From an optimization exercise on the open Yosys and OpenROAD flow, aimed at small area, a short achievable clock period and few clock cycles; shortcuts taken in it are not production practice. In this exercise RTL edits were held to simulation tests only and were not proved equivalent to the original. Power figures rest on the tool's default switching activity, not on a simulated workload.

--- run.sh ---
#!/bin/bash
# synth_recipe.tcl (not shown) runs the flow's synth.tcl, then flattens the netlist and writes it again
# the make line also repeats each setting of config.mk as NAME=value (left out here)
make -C /OpenROAD-flow-scripts/flow DESIGN_CONFIG=/design/flow/config.mk WORK_HOME=/design/flow/orfs CLKGATE_MAP_FILE= SYNTH_SCRIPT=/design/flow/synth_recipe.tcl finish
--- config.mk ---
export PLATFORM = sky130hd
export DESIGN_NAME = instruction_format_splitter_core
export DESIGN_NICKNAME = instruction_format_splitter_core
export VERILOG_FILES = /design/flow/design.v
export SDC_FILE = /design/flow/constraint.sdc
export NUM_CORES = 4
export LEC_CHECK = 0
export ABC_CLOCK_PERIOD_IN_PS = 3000
export CAP_MARGIN = 20
export CORE_MARGIN = 2
export CORE_UTILIZATION = 45
export CTS_CLUSTER_DIAMETER = 80
export CTS_CLUSTER_SIZE = 24
export SETUP_SLACK_MARGIN = 3
export SLEW_MARGIN = 20
--- constraint.sdc ---
create_clock -name core_clock -period 6.0 [get_ports {clk}]
set_input_delay 1.2000 -clock core_clock [delete_from_list [all_inputs] [get_ports {clk}]]
set_output_delay 1.2000 -clock core_clock [all_outputs]
set_load 0.01 [all_outputs]
--- design.v ---
package ifs_pkg;
    localparam int WORD_W    = 32;
    localparam int CNT_W     = 6;
    localparam int TEMPLATES = 16;
    localparam int IDX_W     = 4;
    localparam logic [2:0] SEL_LENGTH = 3'd0;
    localparam logic [2:0] SEL_ONES   = 3'd1;
    localparam logic [2:0] SEL_ZEROS  = 3'd2;
    localparam logic [2:0] SEL_OPCODE = 3'd3;
    localparam logic [2:0] SEL_STARTS = 3'd4;
    localparam logic KIND_OPCODE = 1'b0;
    localparam logic KIND_ARG    = 1'b1;
    function automatic logic [WORD_W-1:0] below(input logic [CNT_W-1:0] n);
        logic [WORD_W-1:0] m;
        for (int i = 0; i < WORD_W; i++)
        begin
            m[i] = (CNT_W'(i) < n);
        end
        below = m;
    endfunction
endpackage
module ifs_matcher (
    input  logic        clk,
    input  logic        rst_n,
    input  logic        wen,
    input  logic [15:0] wentry,
    input  logic [4:0]  wword,
    input  logic [31:0] wval,
    input  logic [31:0] acc_bits,
    input  logic [31:0] acc_zeros,
    input  logic [5:0]  acc_count,
    output logic [15:0] lane_hit,
    output logic [15:0] lane_len,
    output logic        any_len1,
    input  logic [15:0] ro_sel,
    output logic [31:0] rd_opcode,
    input  logic [15:0] rf_sel,
    output logic [31:0] rd_fixed,
    output logic [31:0] rd_starts
);
    logic [5:0]  len_q   [16];
    logic [31:0] ones_q  [16];
    logic [31:0] zeros_q [16];
    logic [31:0] op_q    [16];
    logic [31:0] st_q    [16];
    logic        clr_q;
    logic [31:0] d_val;
    always_ff @(posedge clk or negedge rst_n)
    begin
        if (!rst_n)
        begin
            clr_q <= 1'b1;
        end
        else
        begin
            clr_q <= 1'b0;
        end
    end
    assign d_val = clr_q ? 32'd0 : wval;
    always_ff @(posedge clk)
    begin
        for (int t = 0; t < 16; t++)
        begin
            if (clr_q || (wen && wentry[t] && wword[ifs_pkg::SEL_LENGTH])) len_q[t]   <= d_val[5:0];
            if (clr_q || (wen && wentry[t] && wword[ifs_pkg::SEL_ONES]))   ones_q[t]  <= d_val;
            if (clr_q || (wen && wentry[t] && wword[ifs_pkg::SEL_ZEROS]))  zeros_q[t] <= d_val;
            if (clr_q || (wen && wentry[t] && wword[ifs_pkg::SEL_OPCODE])) op_q[t]    <= d_val;
            if (clr_q || (wen && wentry[t] && wword[ifs_pkg::SEL_STARTS])) st_q[t]    <= d_val;
        end
    end
    always_comb
    begin
        for (int t = 0; t < 16; t++)
        begin
            lane_len[t] = (len_q[t] == acc_count);
            lane_hit[t] = lane_len[t]
                          && ((ones_q[t] & acc_zeros) == '0)
                          && ((zeros_q[t] & acc_bits) == '0);
        end
    end
    always_comb
    begin
        any_len1 = 1'b0;
        for (int t = 0; t < 16; t++)
        begin
            any_len1 = any_len1 | (len_q[t] == 6'd1);
        end
    end
    always_comb
    begin
        rd_opcode = '0;
        rd_fixed  = '0;
        rd_starts = '0;
        for (int t = 0; t < 16; t++)
        begin
            rd_opcode = rd_opcode | (op_q[t] & {32{ro_sel[t]}});
            rd_fixed  = rd_fixed | ((ones_q[t] | zeros_q[t]) & {32{rf_sel[t]}});
            rd_starts = rd_starts | (st_q[t] & {32{rf_sel[t]}});
        end
    end
endmodule
module instruction_format_splitter_core #(
    parameter int MAX_BITS  = 32,
    parameter int TEMPLATES = 16
) (
    input  logic        clk,
    input  logic        rst_n,
    input  logic        in_valid,
    output logic        in_stall,
    input  logic        mode,
    input  logic        data_bit,
    input  logic [3:0]  entry_index,
    input  logic [2:0]  word_select,
    input  logic [31:0] word_value,
    output logic        out_valid,
    input  logic        out_stall,
    output logic        field_kind,
    output logic [31:0] field_value,
    output logic [5:0]  field_width,
    output logic [3:0]  format_number,
    output logic        last
);
    logic        stall_q;
    logic        take;
    logic        take_bit;
    logic        take_wr;
    logic        w_v;
    logic [2:0]  w_sel;
    logic [3:0]  w_idx;
    logic [15:0] w_eoh;
    logic [4:0]  w_woh;
    logic [31:0] w_val;
    logic        w_hold;
    logic        wn_v;
    logic [3:0]  wn_idx;
    logic [2:0]  wn_sel;
    logic [31:0] acc_q;
    logic [31:0] k0_q;
    logic [5:0]  cnt_q;
    logic        pv_q;
    logic        ev_q;
    logic [15:0] lane_q;
    logic [5:0]  len_q;
    logic        took_q;
    logic        last_b_q;
    logic        frz_q;
    logic [3:0]  pend_q;
    logic        rl_q;
    logic [15:0] lane_len;
    logic [15:0] lane_hit;
    logic [15:0] lane_pre;
    logic [15:0] hit_oh;
    logic        any_len1;
    logic        hit2;
    logic [3:0]  hit_idx;
    logic        rl;
    logic        slow;
    logic        pred;
    logic        frz_next;
    logic        q_v_q;
    logic [31:0] q_bits_q;
    logic [5:0]  q_len_q;
    logic [3:0]  q_idx_q;
    logic        q_take;
    logic        q_free;
    logic        qin;
    logic [3:0]  qin_idx;
    logic        qn_v;
    logic [3:0]  qn_idx;
    logic [15:0] q_oh;
    logic        a_v_q;
    logic        a_hand_q;
    logic        a_done_q;
    logic [31:0] a_bits_q;
    logic [3:0]  a_idx_q;
    logic [5:0]  a_len_q;
    logic [31:0] a_rem_q;
    logic [31:0] a_val_q;
    logic [5:0]  a_w_q;
    logic [31:0] a_pre;
    logic [31:0] a_low;
    logic        a_bit;
    logic        a_next;
    logic        a_v_next;
    logic [3:0]  an_idx;
    logic        hand;
    logic [15:0] a_oh_q;
    logic [31:0] rd_opcode;
    logic [31:0] rd_fixed;
    logic [31:0] rd_starts;
    logic        b_v_q;
    logic        b_open_q;
    logic [31:0] b_st_q;
    logic        b_left_q;
    logic        b_has;
    logic [31:0] b_bits_q;
    logic [3:0]  b_idx_q;
    logic [31:0] b_rem_q;
    logic [31:0] b_val_q;
    logic [5:0]  b_w_q;
    logic        c_v_q;
    logic        c_bit_q;
    logic        c_st_q;
    logic [31:0] b_pre;
    logic [31:0] b_low;
    logic [31:0] b_new;
    logic        b_close;
    logic        b_go;
    logic        b_fetch;
    logic        b_free;
    logic [31:0] b_val_d;
    logic [5:0]  b_w_d;
    logic        slot_free;
    logic        op_emit;
    logic        arg_emit;
    logic        arg_last;
    logic        out_v_q;
    logic        out_kind_q;
    logic [31:0] out_val_q;
    logic [5:0]  out_w_q;
    logic [3:0]  out_fmt_q;
    logic        out_last_q;
    assign in_stall = stall_q;
    assign take     = in_valid && !stall_q;
    assign take_bit = take && !mode;
    assign take_wr  = take && mode && (word_select <= ifs_pkg::SEL_STARTS);
    assign w_hold = w_v && stall_q;
    always_ff @(posedge clk or negedge rst_n)
    begin
        if (!rst_n)
        begin
            w_v <= 1'b0;
        end
        else if (!w_hold)
        begin
            w_v <= take_wr;
        end
    end
    always_ff @(posedge clk)
    begin
        if (!w_hold)
        begin
            w_idx <= entry_index;
            w_sel <= word_select;
            w_val <= word_value;
            for (int t = 0; t < 16; t++)
            begin
                w_eoh[t] <= (entry_index == 4'(t));
            end
            for (int s = 0; s < 5; s++)
            begin
                w_woh[s] <= (word_select == 3'(s));
            end
        end
    end
    ifs_matcher u_matcher (
        .clk       (clk),
        .rst_n     (rst_n),
        .wen       (w_v && !w_hold),
        .wentry    (w_eoh),
        .wword     (w_woh),
        .wval      (w_val),
        .acc_bits  (acc_q),
        .acc_zeros (k0_q),
        .acc_count (cnt_q),
        .lane_hit  (lane_hit),
        .lane_len  (lane_len),
        .any_len1  (any_len1),
        .ro_sel    (q_oh),
        .rd_opcode (rd_opcode),
        .rf_sel    (a_oh_q),
        .rd_fixed  (rd_fixed),
        .rd_starts (rd_starts)
    );
    always_comb
    begin
        lane_pre[0] = 1'b0;
        for (int t = 1; t < 16; t++)
        begin
            lane_pre[t] = lane_pre[t-1] | lane_q[t-1];
        end
        hit_oh  = lane_q & ~lane_pre;
        hit_idx = '0;
        for (int t = 0; t < 16; t++)
        begin
            if (hit_oh[t])
            begin
                hit_idx = hit_idx | 4'(t);
            end
            q_oh[t] = (q_idx_q == 4'(t));
        end
    end
    assign hit2 = ev_q && (lane_q != '0);
    assign q_take  = q_v_q && !a_v_q;
    assign q_free  = !q_v_q || q_take;
    assign qin     = (hit2 || frz_q) && q_free;
    assign qin_idx = frz_q ? pend_q : hit_idx;
    assign rl      = frz_q ? rl_q : took_q;
    always_ff @(posedge clk or negedge rst_n)
    begin
        if (!rst_n)
        begin
            acc_q  <= '0;
            k0_q   <= '0;
            cnt_q  <= '0;
            pv_q   <= 1'b0;
            ev_q   <= 1'b0;
            frz_q  <= 1'b0;
            took_q <= 1'b0;
            q_v_q  <= 1'b0;
        end
        else
        begin
            took_q <= take_bit;
            ev_q   <= pv_q && !hit2;
            q_v_q  <= qin || (q_v_q && !q_take);
            if (qin)
            begin
                acc_q <= {30'd0, rl ? data_bit : 1'b0, rl ? last_b_q : data_bit}
                         & {30'd0, rl && take_bit, rl || take_bit};
                k0_q  <= {30'd0, rl ? !data_bit : 1'b0, rl ? !last_b_q : !data_bit}
                         & {30'd0, rl && take_bit, rl || take_bit};
                cnt_q <= {5'd0, rl} + {5'd0, take_bit};
                pv_q  <= take_bit;
                frz_q <= 1'b0;
            end
            else if (hit2)
            begin
                frz_q <= 1'b1;
                pv_q  <= 1'b0;
            end
            else if (frz_q)
            begin
                pv_q <= 1'b0;
            end
            else if (take_bit && (cnt_q != 6'd32))
            begin
                acc_q[cnt_q[4:0]] <= data_bit;
                k0_q[cnt_q[4:0]]  <= !data_bit;
                cnt_q <= cnt_q + 6'd1;
                pv_q  <= 1'b1;
            end
            else
            begin
                pv_q <= 1'b0;
            end
        end
    end
    always_ff @(posedge clk)
    begin
        lane_q <= lane_hit;
        if (take_bit)
        begin
            last_b_q <= data_bit;
        end
        if (!(hit2 || frz_q))
        begin
            len_q <= cnt_q;
        end
        if (hit2 && !qin)
        begin
            pend_q <= hit_idx;
            rl_q   <= took_q;
        end
        if (qin)
        begin
            q_bits_q <= acc_q;
            q_len_q  <= len_q;
            q_idx_q  <= qin_idx;
        end
    end
    assign pred     = pv_q && !hit2 && (lane_len != '0);
    assign slow     = any_len1 || (w_v && (w_sel == ifs_pkg::SEL_LENGTH));
    assign frz_next = (hit2 || frz_q) && !qin;
    assign qn_v     = qin || (q_v_q && !q_take);
    assign qn_idx   = qin ? qin_idx : q_idx_q;
    assign a_v_next = q_take || (a_v_q && !op_emit);
    assign an_idx   = q_take ? q_idx_q : a_idx_q;
    assign wn_v     = w_hold || take_wr;
    assign wn_idx   = w_hold ? w_idx : entry_index;
    assign wn_sel   = w_hold ? w_sel : word_select;
    always_ff @(posedge clk or negedge rst_n)
    begin
        if (!rst_n)
        begin
            stall_q <= 1'b0;
        end
        else
        begin
            stall_q <= frz_next
                       || (pred && ((qn_v && a_v_next) || wn_v))
                       || (wn_v && ((qn_v && (wn_idx == qn_idx)
                                     && (wn_sel != ifs_pkg::SEL_LENGTH))
                                    || (a_v_next && (wn_idx == an_idx)
                                        && (wn_sel != ifs_pkg::SEL_LENGTH)
                                        && (wn_sel != ifs_pkg::SEL_OPCODE))))
                       || (slow && take_bit);
        end
    end
    always_comb
    begin
        a_pre[0] = 1'b0;
        for (int i = 1; i < 32; i++)
        begin
            a_pre[i] = a_pre[i-1] | a_rem_q[i-1];
        end
        a_low = a_rem_q & ~a_pre;
    end
    assign a_bit  = ((a_bits_q & a_low) != '0);
    assign a_next = (a_rem_q != '0);
    assign hand   = a_v_q && !a_hand_q && a_done_q && b_free;
    always_ff @(posedge clk or negedge rst_n)
    begin
        if (!rst_n)
        begin
            a_v_q    <= 1'b0;
            a_hand_q <= 1'b0;
        end
        else
        begin
            a_v_q <= a_v_next;
            if (q_take || op_emit)
            begin
                a_hand_q <= 1'b0;
            end
            else if (hand)
            begin
                a_hand_q <= 1'b1;
            end
        end
    end
    always_ff @(posedge clk)
    begin
        if (q_take)
        begin
            a_bits_q <= q_bits_q;
            a_idx_q  <= q_idx_q;
            a_oh_q   <= q_oh;
            a_len_q  <= q_len_q;
            a_rem_q  <= rd_opcode & ifs_pkg::below(q_len_q);
            a_val_q  <= '0;
            a_w_q    <= '0;
            a_done_q <= 1'b0;
        end
        else if (!a_done_q)
        begin
            a_rem_q  <= a_rem_q & a_pre;
            a_done_q <= ((a_rem_q & a_pre) == '0);
            if (a_next)
            begin
                a_val_q[a_w_q[4:0]] <= a_bit;
                a_w_q <= a_w_q + 6'd1;
            end
        end
    end
    always_comb
    begin
        b_pre[0] = 1'b0;
        for (int i = 1; i < 32; i++)
        begin
            b_pre[i] = b_pre[i-1] | b_rem_q[i-1];
        end
        b_low = b_rem_q & ~b_pre;
    end
    assign b_new   = ~rd_fixed & ifs_pkg::below(a_len_q);
    assign b_has   = c_v_q || (b_left_q && (b_rem_q != '0));
    assign b_close = b_open_q && c_st_q;
    assign slot_free = !out_v_q || !out_stall;
    assign op_emit   = a_hand_q && slot_free;
    assign b_go      = b_v_q && !a_hand_q && c_v_q && (!b_close || slot_free);
    assign b_fetch   = b_v_q && b_left_q && (!c_v_q || b_go);
    assign arg_last  = b_v_q && !a_hand_q && !c_v_q && !b_left_q;
    assign arg_emit  = slot_free && (arg_last || (b_go && b_close));
    assign b_free    = !b_v_q || (slot_free && arg_last);
    always_comb
    begin
        b_val_d = b_val_q;
        b_w_d   = b_w_q + 6'd1;
        if (b_close || !b_open_q)
        begin
            b_val_d = {31'd0, c_bit_q};
            b_w_d   = 6'd1;
        end
        else
        begin
            b_val_d[b_w_q[4:0]] = c_bit_q;
        end
    end
    always_ff @(posedge clk or negedge rst_n)
    begin
        if (!rst_n)
        begin
            b_v_q <= 1'b0;
        end
        else
        begin
            if (hand)
            begin
                b_v_q <= 1'b1;
            end
            else if ((op_emit && !b_has) || (slot_free && arg_last))
            begin
                b_v_q <= 1'b0;
            end
        end
    end
    always_ff @(posedge clk)
    begin
        if (hand)
        begin
            b_bits_q <= a_bits_q;
            b_idx_q  <= a_idx_q;
            b_rem_q  <= b_new;
            b_st_q   <= rd_starts;
            b_left_q <= 1'b1;
            c_v_q    <= 1'b0;
            b_open_q <= 1'b0;
        end
        else
        begin
            if (b_fetch)
            begin
                b_rem_q  <= b_rem_q & b_pre;
                b_left_q <= ((b_rem_q & b_pre) != '0);
                c_v_q    <= (b_rem_q != '0);
                c_bit_q  <= ((b_bits_q & b_low) != '0);
                c_st_q   <= ((b_st_q & b_low) != '0);
            end
            else if (b_go)
            begin
                c_v_q <= 1'b0;
            end
            if (b_go)
            begin
                b_open_q <= 1'b1;
                b_val_q  <= b_val_d;
                b_w_q    <= b_w_d;
            end
        end
    end
    always_ff @(posedge clk or negedge rst_n)
    begin
        if (!rst_n)
        begin
            out_v_q <= 1'b0;
        end
        else if (slot_free)
        begin
            out_v_q <= op_emit || arg_emit;
        end
    end
    always_ff @(posedge clk)
    begin
        if (op_emit)
        begin
            out_kind_q <= ifs_pkg::KIND_OPCODE;
            out_val_q  <= a_val_q;
            out_w_q    <= a_w_q;
            out_fmt_q  <= a_idx_q;
            out_last_q <= !b_has;
        end
        else if (arg_emit)
        begin
            out_kind_q <= ifs_pkg::KIND_ARG;
            out_val_q  <= b_val_q;
            out_w_q    <= b_w_q;
            out_fmt_q  <= b_idx_q;
            out_last_q <= arg_last;
        end
    end
    assign out_valid     = out_v_q;
    assign field_kind    = out_kind_q;
    assign field_value   = out_val_q;
    assign field_width   = out_w_q;
    assign format_number = out_fmt_q;
    assign last          = out_last_q;
endmodule
==> results.yml, run 1 <==
worst_setup_path:
  worst-path-max-fanout: 30
  r2r-start: "a_oh_q[11]"
  crit_type: "flip-flop to flip-flop"
  regToRegSetupSlack_ns: 2.72
  startpoint_type: "flip-flop"
  critPathRequiredTime_ns: 6.67
  arrival_ns: 3.95
  rr_endpoint: "b_rem_q[16]"
  r2r.worst_path.cells: 6
  end_kind: "flip-flop"
floorplan:
  start_util_pct: 45.29
  num_io_pins: 91
  dieArea_um2: 235700
  core_um2: 230300
  die_x_um: 485.5
  rows: 176
  die_h_um: 485.5
yosys:
  synth_compound_area_share_pct: 14.34
  synth_area_um2: 104300
  yosys_warnings: 7
  synth.area.mux_share_pct: 0.2543
  mappedNetlistNets: 6804
  synth_top_flop_cell: "edfxtp_1"
  synth_top_area_share_pct: 72.43
  synthCells: 6745
  yosysTopAreaCell: "edfxtp_1"
  synthXorXnorAreaFrac_pct: 1.033
  synthTopCellsByArea: "edfxtp_1 72%, a22oi_1 3.2%, o21ai_0 3.0%, a22o_1 2.7%, a221oi_1 2.7%"
  synth-adder-area-share_pct: 0.2351
  synthSimpleGateAreaFrac_pct: 6.531
  synth_top_family_by_area: "compound AO/OA/AOI/OAI gates"
  seq_area_frac_synth_pct: 75.82
  yosysUniqueCellTypes: 85
  asyncSetResetFlopFracSynth_pct: 3.069
  synth_edf_count: 2516
  avgSynthCellArea_um2: 15.46
  synth-seq-cells: 2672
place:
  portBuffers: 90
  dp_cells: 9751
  placed_area_um2: 110500
  post-place-ws_ns: 1.684
  place_congestion: 1.132
  dp_hpwl_um: 309200
clocking:
  postCtsHoldBufs: 0
  clk_pin_slew_ns: 0.10
  cts_tree: "done"
  cts_buffers: 142
  cts_htree_levels: 4
  root_buffer: "clkbuf_16"
  clk_latency_ns: 0.87
  cts_sinks: 2672
  cts_buffer_depth: 3
final_layout:
  multi_input_area_um2: 24490
  drive_gt1_share_pct: 12.48
  mostFrequentLayoutCell: "edfxtp_1"
  fillers: 19170
  finalNonFillerCells: 10130
  seq_area_um2: 79130
  areaGrowthSynthToFinish_pct: 11.72
  final_cell_mix: "2516 x edfxtp_1, 594 x o21ai_0, 438 x a22oi_1, 403 x buf_4, 326 x a22o_1"
  nNetsFinal: 7022
  fin_area_um2: 116500
detailed_routing:
  num_vias: 75940
  drt-initial-drc-count: 17000
  drc_errors: 0
  wire_per_inst_um: 47.95
  firstDrtPassIters: 10
  drt-total-wl_um: 485700
  via_per_inst: 7.497
  final_antenna_net_count: 0
grt:
  top_usage_layer: "met2"
  grt_pass1_vias: 66600
  grt_util_all_layers_pct: 40.12
  grt_overflow: 0
  grtUsageMet1_pct: 52.42
  met2_usage_pct: 55.22
  antenna_found_initial: 95
  met3_usage_pct: 17.18
  grt_max_degree: 78
  grt_pass1_wl_um: 629700
power:
  power.leakage_nw: 39.44
  p_per_area_nw_per_um2: 405.4
  peakVddDrop_v: 0.0002447
timing:
  fin_ws_ns: 2.725
  period_needed_ns: 3.275
  drv_slew: 3
  fmax_ghz: 0.3053
  finalSetupViolCount: 0
  fin_skew_ns: 0.05232
  final-hold-violation-count: 0
  worst_slew_pin_slew_ns: 1.512
  relSlewSlack_pct: -1.486
  rsz0062_at_grt: "yes"
  fin_tns_setup_ns: 0
  min_period_over_period_pct: 54.59
outcome:
  violations: "max-capacitance violations, max-slew violations"
  status: "failed layout checks"
hold_path:
  hold_class: "input pin to asynchronous set/reset pin"
flow_run:
  maxCapViolations: 1
-- sequential cells by signal, summed over array words and instances, names as in the netlist, 96 cells and up --
signal / cells
u_matcher.ones_q: 512
u_matcher.zeros_q: 512
u_matcher.st_q: 512
u_matcher.op_q: 512
u_matcher.len_q: 96
-- per-layer routing --
layer / vias up / share of wire [%]
met5: - / 0.20
met4: 73 / 7.5
met3: 1723 / 15
met2: 7292 / 41
met1: 38820 / 36
li1: 28030 / -
-- critical path, stage by stage, from the launching register on --
cell      delay (ns)
edfxtp_1        0.69
buf_4           0.37
o21ai_0         0.56
nand4_1         0.29
nor4_2          0.50
nand4_1         0.38
o21ai_0         0.29
-- per-stage QoR --
stage / power (mW) / utilization [%] / hold slack [ns]
3_3_place_gp: 34.79 / 47.93 / 0.4031
3_5_place_dp: 34.90 / 47.98 / 0.4045
4_1_cts: 46.03 / 50.23 / 0.2766
6_report: 47.24 / 50.59 / 0.2908
5_1_grt: 47.68 / 50.53 / 0.3170
2_1_floorplan: 28.83 / - / 0.4003
-- where the power goes --
group	switching, mW	total, mW	internal (mW)
Sequential	1.84	24.4	22.6
Combinational	8.46	11.5	3.09
Clock	6.39	11.3	4.89
-- layout make-up --
type | instances | area share, %
Multi-Input combinational cell | 3587 | 21.01
Tap cell | 3026 | 3.249
Antenna cell | 66 | 0.1417
Sequential cell | 2672 | 67.90
Inverter | 45 | 0.1686
Clock inverter | 53 | 0.5776
Timing Repair Buffer | 515 | 3.713
Clock buffer | 165 | 3.233
-- cells by family after synthesis --
logic type                 after synthesis
AOI/OAI and AO/OA                     2112
xor gates and xnor gates               123
adders and majority gates               21
buffers and inverters                  490
DFF                                   2672
muxes                                   26
other                                    1
and+or+nand+nor                       1300
-- timing repair --
item | 4_1_cts | 5_1_grt
endpoints found under the setup margin | 1452 | 163
pin swaps | 16 | 32
endpoints found under the hold margin | 0 | 0
setup buffers | 42 | 43
cloned | 4 | 0
gates resized for setup | 93 | 66
-- worst max path at each step --
stage                         start               endpoint  slack [ns]  cells after the start
global placement          lane_q[1]                stall_q        1.63                      9
detailed placement        lane_q[1]                stall_q        1.68                      9
floorplan           u_matcher.clr_q  u_matcher.len_q[0][0]        2.86                      2
finish                   a_oh_q[11]            b_rem_q[16]        2.72                      6
CTS                      lane_q[12]                stall_q        2.85                      9
global route              lane_q[9]                stall_q        2.83                      8
-- Yosys cell counts, types with 7 or more instances --
| cell type | number |
|---|---|
| a2111oi_0 | 9 |
| a211oi_1 | 7 |
| a21o_1 | 85 |
| a21oi_1 | 97 |
| a221oi_1 | 323 |
| a22o_1 | 327 |
| a22oi_1 | 438 |
| a311oi_1 | 19 |
| a31o_2 | 10 |
| a31oi_1 | 17 |
| and2_1 | 15 |
| and3_1 | 10 |
| buf_1 | 23 |
| clkbuf_1 | 416 |
| dfrtp_1 | 81 |
| dfxtp_1 | 74 |
| edfxtp_1 | 2516 |
| ha_1 | 14 |
| inv_1 | 43 |
| maj3_1 | 7 |
| mux2i_1 | 22 |
| nand2_1 | 294 |
| nand2b_1 | 20 |
| nand3_1 | 158 |
| nand3b_1 | 14 |
| nand4_1 | 306 |
| nor2_1 | 169 |
| nor2b_1 | 57 |
| nor3_1 | 95 |
| nor3b_1 | 8 |
| nor4_1 | 66 |
| o211ai_1 | 34 |
| o21ai_0 | 633 |
| o221ai_1 | 10 |
| o22ai_1 | 19 |
| o31ai_1 | 20 |
| o41ai_1 | 10 |
| or2_2 | 16 |
| or3_1 | 24 |
| or4_1 | 11 |
| xnor2_1 | 78 |
| xor2_1 | 45 |
Testbench counts, summed over its fixed seeds: cycles 39,816.
==> run 2: changes to the inputs <==
--- a/config.mk
+++ b/config.mk
@@ -6,10 +6,10 @@
 export NUM_CORES = 4
 export LEC_CHECK = 0
 export ABC_CLOCK_PERIOD_IN_PS = 3000
-export CAP_MARGIN = 20
+export CAP_MARGIN = 35
 export CORE_MARGIN = 2
-export CORE_UTILIZATION = 45
+export CORE_UTILIZATION = 50
 export CTS_CLUSTER_DIAMETER = 80
 export CTS_CLUSTER_SIZE = 24
 export SETUP_SLACK_MARGIN = 3
-export SLEW_MARGIN = 20
+export SLEW_MARGIN = 30
==> run 2 against run 1 <==
Now clean on timing, DRC and antenna. Wire length fell by 2.3%. Critical endpoint is now b_rem_q[19]. Cell area increased by 0.31%. Highest routed layer unchanged. Sequential power about the same. Combinational power barely moved. Non-clock buffer count increased by 67. Critical path depth increased by 2. Synthesized area stayed put.
==> results.yml, run 2 <==
outcome:
  status: "finished clean"
yosys:
  asyncSetResetFlopFracSynth_pct: 3.069
  yosys_warnings: 7
  synth_most_common_cell: "edfxtp_1"
  yosysUniqueCellTypes: 85
  avgSynthCellArea_um2: 15.46
  synth_top_area_share_pct: 72.43
  mappedNetlistNets: 6804
  synth_edf_count: 2516
  yosysTopAreaCell: "edfxtp_1"
  synthTopCellsByArea: "edfxtp_1 72%, a22oi_1 3.2%, o21ai_0 3.0%, a22o_1 2.7%, a221oi_1 2.7%"
  seq_area_frac_synth_pct: 75.82
  synth_area_um2: 104300
  synth_top_flop_cell: "edfxtp_1"
  synth-seq-cells: 2672
  synth_common_cells: "2516 x edfxtp_1, 633 x o21ai_0, 438 x a22oi_1, 416 x clkbuf_1, 327 x a22o_1"
  synthCells: 6745
clocking:
  cts_htree_levels: 4
  cts_buffer_depth: 3
  root_buffer: "clkbuf_16"
  cts_sinks: 2672
  cts_buffers: 145
  cts_tree: "done"
  clk_pin_slew_ns: 0.10
  postCtsHoldBufs: 0
  clk_latency_ns: 0.90
place:
  placed_area_um2: 110900
  place_congestion: 1.165
  dp_hpwl_um: 311100
  portBuffers: 90
detailed_routing:
  drt-initial-drc-count: 17150
  drc_errors: 0
  wire_per_inst_um: 47.64
  num_vias: 76110
  via_per_inst: 7.641
  drt-total-wl_um: 474500
  final_antenna_net_count: 0
  firstDrtPassIters: 7
worst_setup_path:
  crit_type: "flip-flop to flip-flop"
  arrival_ns: 3.98
  worst-path-max-fanout: 26
  startpoint_type: "flip-flop"
  end_kind: "flip-flop"
  critPathRequiredTime_ns: 6.75
flow_run:
  maxCapViolations: 0
floorplan:
  start_util_pct: 50.32
  core_um2: 207300
  dieArea_um2: 212300
  die_h_um: 460.8
  die_x_um: 460.8
  rows: 167
  num_io_pins: 91
grt:
  grt_util_all_layers_pct: 43.91
  grt_max_degree: 77
  antenna_found_initial: 95
  grt_overflow: 0
  grt_pass1_vias: 66750
  grt_pass1_wl_um: 617200
timing:
  fin_skew_ns: 0.04862
  finalSetupViolCount: 0
  period_needed_ns: 3.232
  rsz0062_at_grt: "yes"
  fmax_ghz: 0.3094
  fin_tns_setup_ns: 0
  relSlewSlack_pct: 17.48
  final-hold-violation-count: 0
  drv_slew: 0
  min_period_over_period_pct: 53.87
  worst_slew_pin_slew_ns: 1.225
power:
  p_per_area_nw_per_um2: 400.0
  power.leakage_nw: 39.85
  total_power_mw: 46.76
  peakVddDrop_v: 0.0003387
final_layout:
  final_cell_mix: "2516 x edfxtp_1, 571 x o21ai_0, 438 x a22oi_1, 406 x buf_4, 326 x a22o_1"
  areaGrowthSynthToFinish_pct: 12.07
  nNetsFinal: 7090
  fin_area_um2: 116900
  fillers: 16410
  drive_gt1_share_pct: 13.42
  mostFrequentLayoutCell: "edfxtp_1"
hold_path:
  hold_class: "input pin to asynchronous set/reset pin"
[run 2: cell families after synthesis]
logic type	Yosys count	synth area share, %
XOR/XNOR	123	1.033
AO/OA/AOI/OAI	2112	14.34
multiplexers	26	0.2543
buffers and inverters	490	1.785
other	1	0.003595
adder cells (fa/ha/maj)	21	0.2351
AND/OR/NAND/NOR	1300	6.531
flip-flops	2672	75.82
[run 2: repair_timing]
action / CTS / global route
buffers inserted: 42 / 40
gates cloned: 0 / 2
resized for setup: 67 / 60
setup endpoints to repair: 491 / 206
pin swaps: 15 / 24
[run 2: stage by stage]
stage          setup slack, ns  hold WS [ns]  utilization [%]  cells
2_1_floorplan            2.856        0.4003                -   6745
4_1_cts                  2.924        0.1426            55.94   9828
5_1_grt                  2.915        0.1843            56.33   9903
3_5_place_dp             1.683        0.4045            53.52   9563
6_report                 2.768        0.1775            56.40   9960
3_3_place_gp             1.735        0.4005            53.18   9520
[run 2: path summary, 6_finish.rpt]
kind / startpoint / end / slack (ns) / cells after the start
setup / recovery: a_oh_q[2] / b_rem_q[19] / 2.77 / 8
hold / removal: rst_n / k0_q[29] / 0.18 / 1
setup reg to reg: a_oh_q[2] / b_rem_q[19] / 2.77 / 8
hold reg to reg: q_bits_q[15] / a_bits_q[15] / 0.42 / 0
max in group asynchronous: rst_n / stall_q / 4.80 / 2
min in group core_clock: q_bits_q[15] / a_bits_q[15] / 0.42 / 0
[run 2: cell type report]
class,instances,area (um2),share of cell area (%)
flip-flops and latches,2672,79110,67.67
diodes,65,162.7,0.1391
clock inverters,65,696.9,0.5962
multi-input cells,3585,24490,20.95
well taps,2788,3488,2.984
repair buffers,582,5015,4.290
clock buffers,158,3751,3.209
inverters,45,188.9,0.1616
[run 2: report_power, final]
group | switching (mW) | internal, mW
logic | 8.12 | 3.11
clock network | 6.44 | 4.77
registers | 1.76 | 22.6
[run 2: worst max-delay path: stages, from the launching register on]
cell,delay (ns)
edfxtp_1,0.37
buf_4,0.20
buf_4,0.24
o21ai_0,0.33
nand4_1,0.40
nor2_1,0.47
nand4_1,0.34
nor4_1,0.54
a31o_2,0.17
[run 2: per-layer routing]
layer  wire [um]  track usage [%]  vias up
li1            -                -    28180
met1      167200            56.75    38440
met2      192900            60.04     7596
met3       77290            20.59     1799
met4       35980            25.87       90
met5        1153            1.447        -
==> run 3: changes to the inputs <==
--- a/config.mk
+++ b/config.mk
@@ -6,10 +6,10 @@
 export NUM_CORES = 4
 export LEC_CHECK = 0
 export ABC_CLOCK_PERIOD_IN_PS = 3000
-export CAP_MARGIN = 35
+export CAP_MARGIN = 50
 export CORE_MARGIN = 2
 export CORE_UTILIZATION = 50
 export CTS_CLUSTER_DIAMETER = 80
 export CTS_CLUSTER_SIZE = 24
-export SETUP_SLACK_MARGIN = 3
-export SLEW_MARGIN = 30
+export SETUP_SLACK_MARGIN = 2.8
+export SLEW_MARGIN = 50
==> run 3 against run 2 <==
Largest cell class unchanged. Critical path depth is 2 lower. Via count is 0.76% lower. Synthesized area stayed put.
==> results.yml, run 3 <==
worst_setup_path:
  crit_buf_inv: 1
  arrival_ns: 4.14
  critPathRequiredTime_ns: 6.75
  crit_path_max_incr_delay_ns: 0.68
  end_kind: "flip-flop"
  critical_path.slowest_cell: "nand4_1"
  critPathTopFamily: "simple AND/OR/NAND/NOR gates"
  crit_path_cell_trace: "buf_4, o21ai_1, nand4_1, or3_1, nor4_1, a21o_1"
  worst-path-max-fanout: 31
  startpoint_type: "flip-flop"
  crit_type: "flip-flop to flip-flop"
hold_path:
  hold_class: "input pin to asynchronous set/reset pin"
final_layout:
  nNetsFinal: 7036
  seq_area_um2: 79110
  fin_area_um2: 116900
  fillers: 16330
  final_cell_mix: "2516 x edfxtp_1, 467 x o21ai_0, 438 x a22oi_1, 360 x buf_4, 326 x a22o_1"
  multi_input_area_um2: 24420
  mostFrequentLayoutCell: "edfxtp_1"
  areaGrowthSynthToFinish_pct: 12.06
  drive_gt1_share_pct: 13.02
  final_util_pct: 56.39
detailed_routing:
  drc_errors: 0
  final_antenna_net_count: 0
  via_per_inst: 7.619
  num_vias: 75530
  firstDrtPassIters: 9
  drt-initial-drc-count: 15220
  drt-total-wl_um: 485500
  wire_per_inst_um: 48.97
clocking:
  cts_tree: "done"
  clk_latency_ns: 0.91
  cts_buffer_depth: 3
  root_buffer: "clkbuf_16"
  clk_pin_slew_ns: 0.10
  cts_htree_levels: 4
  cts_buffers: 148
  cts_sinks: 2672
timing:
  relSlewSlack_pct: 33.55
  fin_skew_ns: 0.04809
  period_needed_ns: 3.385
  finalSetupViolCount: 0
  drv_slew: 0
  final-hold-violation-count: 0
  fin_tns_setup_ns: 0
  rsz0062_at_grt: "yes"
  min_period_over_period_pct: 56.42
  worst_slew_pin_slew_ns: 0.9900
  fmax_ghz: 0.2954
floorplan:
  core_um2: 207300
  num_io_pins: 91
  die_x_um: 460.8
  die_h_um: 460.8
  rows: 167
  start_util_pct: 50.32
  dieArea_um2: 212300
yosys:
  synth_top_flop_cell: "edfxtp_1"
  synth-seq-cells: 2672
  yosys_warnings: 7
  synthTopCellsByArea: "edfxtp_1 72%, a22oi_1 3.2%, o21ai_0 3.0%, a22o_1 2.7%, a221oi_1 2.7%"
  synth_area_um2: 104300
  seq_area_frac_synth_pct: 75.82
  synthCells: 6745
  mappedNetlistNets: 6804
  synth_top_area_share_pct: 72.43
  yosysTopAreaCell: "edfxtp_1"
  avgSynthCellArea_um2: 15.46
  yosysUniqueCellTypes: 85
  synth_common_cells: "2516 x edfxtp_1, 633 x o21ai_0, 438 x a22oi_1, 416 x clkbuf_1, 327 x a22o_1"
  synth_edf_count: 2516
  asyncSetResetFlopFracSynth_pct: 3.069
  synth_most_common_cell: "edfxtp_1"
grt:
  grt_overflow: 0
  grt_pass1_wl_um: 628300
  grt_pass1_vias: 66200
  met3_usage_pct: 19.68
  top_usage_layer: "met2"
  grt_util_all_layers_pct: 45.03
  met2_usage_pct: 61.58
  grt_max_degree: 65
  grtUsageMet1_pct: 59.30
  antenna_found_initial: 96
power:
  internal_power_mw: 30.78
  p_per_area_nw_per_um2: 404.4
  power.leakage_nw: 39.75
  swShare_pct: 34.89
  power_switching_mw: 16.50
  pwr-share-comb_pct: 23.8
  p_seq_share_pct: 51.4
  clkPwrFrac_pct: 24.8
  peakVddDrop_v: 0.0003302
place:
  dp_hpwl_um: 320600
  place_congestion: 1.136
  portBuffers: 90
  placed_area_um2: 111300
outcome:
  status: "finished clean"
flow_run:
  maxCapViolations: 0
run 3: kinds of logic after synthesis:
| family | Yosys count | share of synthesized area, % |
|---|---|---|
| adders and majority gates | 21 | 0.2351 |
| other | 1 | 0.003595 |
| buffers and inverters | 490 | 1.785 |
| AOI/OAI and AO/OA | 2112 | 14.34 |
| xor gates and xnor gates | 123 | 1.033 |
| DFF | 2672 | 75.82 |
| muxes | 26 | 0.2543 |
| and+or+nand+nor | 1300 | 6.531 |
run 3: power by group through the flow:
stage	Clock, mW	Combinational [mW]	Sequential (mW)
6_report	11.7	11.3	24.3
5_1_grt	12.2	11.1	24.4
4_1_cts	11.7	10.4	24.1
3_5_place_dp	0	10.3	24.6
3_3_place_gp	0	10.0	24.6
2_1_floorplan	0	5.19	23.6
run 3: timing repair:
item                                    4_1_cts  5_1_grt
hold buffers                                  0        0
endpoints found under the setup margin       98       81
pin swaps                                     3       11
resized for setup                            19       23
setup buffers                                10       20
run 3: final cells by class:
cell class / count / area share (%)
clock inverters: 60 / 0.6123
inverters: 45 / 0.1541
multi-input cells: 3583 / 20.89
well taps: 2788 / 2.984
clock buffers: 171 / 3.468
flip-flops and latches: 2672 / 67.68
diodes: 68 / 0.1456
repair buffers: 527 / 4.063
run 3: through the flow:
stage          hold WS [ns]  setup slack [ns]  total power [mW]  cells
3_3_place_gp         0.4024             1.678             34.61   9531
2_1_floorplan        0.4003             2.847             28.81   6745
4_1_cts              0.1990             2.805             46.22   9818
3_5_place_dp         0.4045             1.620             34.87   9577
6_report             0.2208             2.615             47.27   9914
5_1_grt              0.2411             2.776             47.76   9852
run 3: worst paths after layout:
check | start | to | slack (ns) | cells after the start
setup reg to reg | a_oh_q[2] | b_rem_q[13] | 2.62 | 6
hold reg to reg | q_bits_q[7] | a_bits_q[7] | 0.42 | 0
min in group core_clock | q_bits_q[7] | a_bits_q[7] | 0.42 | 0
max in group asynchronous | rst_n | k0_q[5] | 4.85 | 2
hold / removal | rst_n | k0_q[30] | 0.22 | 1
setup / recovery | a_oh_q[2] | b_rem_q[13] | 2.62 | 6
run 3: worst reg2reg max path: stages, from the launching register on:
cell      delay (ns)
edfxtp_1        0.58
buf_4           0.33
o21ai_1         0.43
nand4_1         0.68
or3_1           0.62
nor4_1          0.49
a21o_1          0.14
run 3: per-layer routing:
layer	share of wire, %	routed length, um
met5	0.22	1064
met4	7.1	34630
met3	15	74930
met2	41	199100
met1	36	175800

-- afterwards: timing with drivers on the ports --
In the flow no input, the clock included, has a driving cell. The finished layouts below were timed again as built, in two steps.
Step 1, drivers: a clkbuf_16 drives clk and a buf_2 each remaining input, both assumed.
Step 2 also shifts input and output timing later by t, the mid clock arrival at the registers, as if the neighbouring blocks saw the same clock.
Slacks: no drivers / after step 1 / after step 2; pairs: no drivers / after step 1.
| run | t, ns | setup WS [ns] | latest minus earliest clock arrival (ns) | worst register clock-pin slew, ns | pins driven straight from the clock port |
|---|---|---|---|---|---|
| run 1 | 0.941 | 2.725 / 2.725 / 2.167 | 0.057 / 0.057 | 0.11 / 0.11 | 1 |
| run 2 | 0.979 | 2.768 / 2.768 / 2.085 | 0.051 / 0.051 | 0.11 / 0.11 | 1 |
| run 3 | 0.978 | 2.615 / 2.615 / 1.969 | 0.050 / 0.049 | 0.11 / 0.11 | 1 |
For run 2, which loses most, drivers alone change the setup slack by 0.000 ns; drivers and shift together by -0.683 ns.
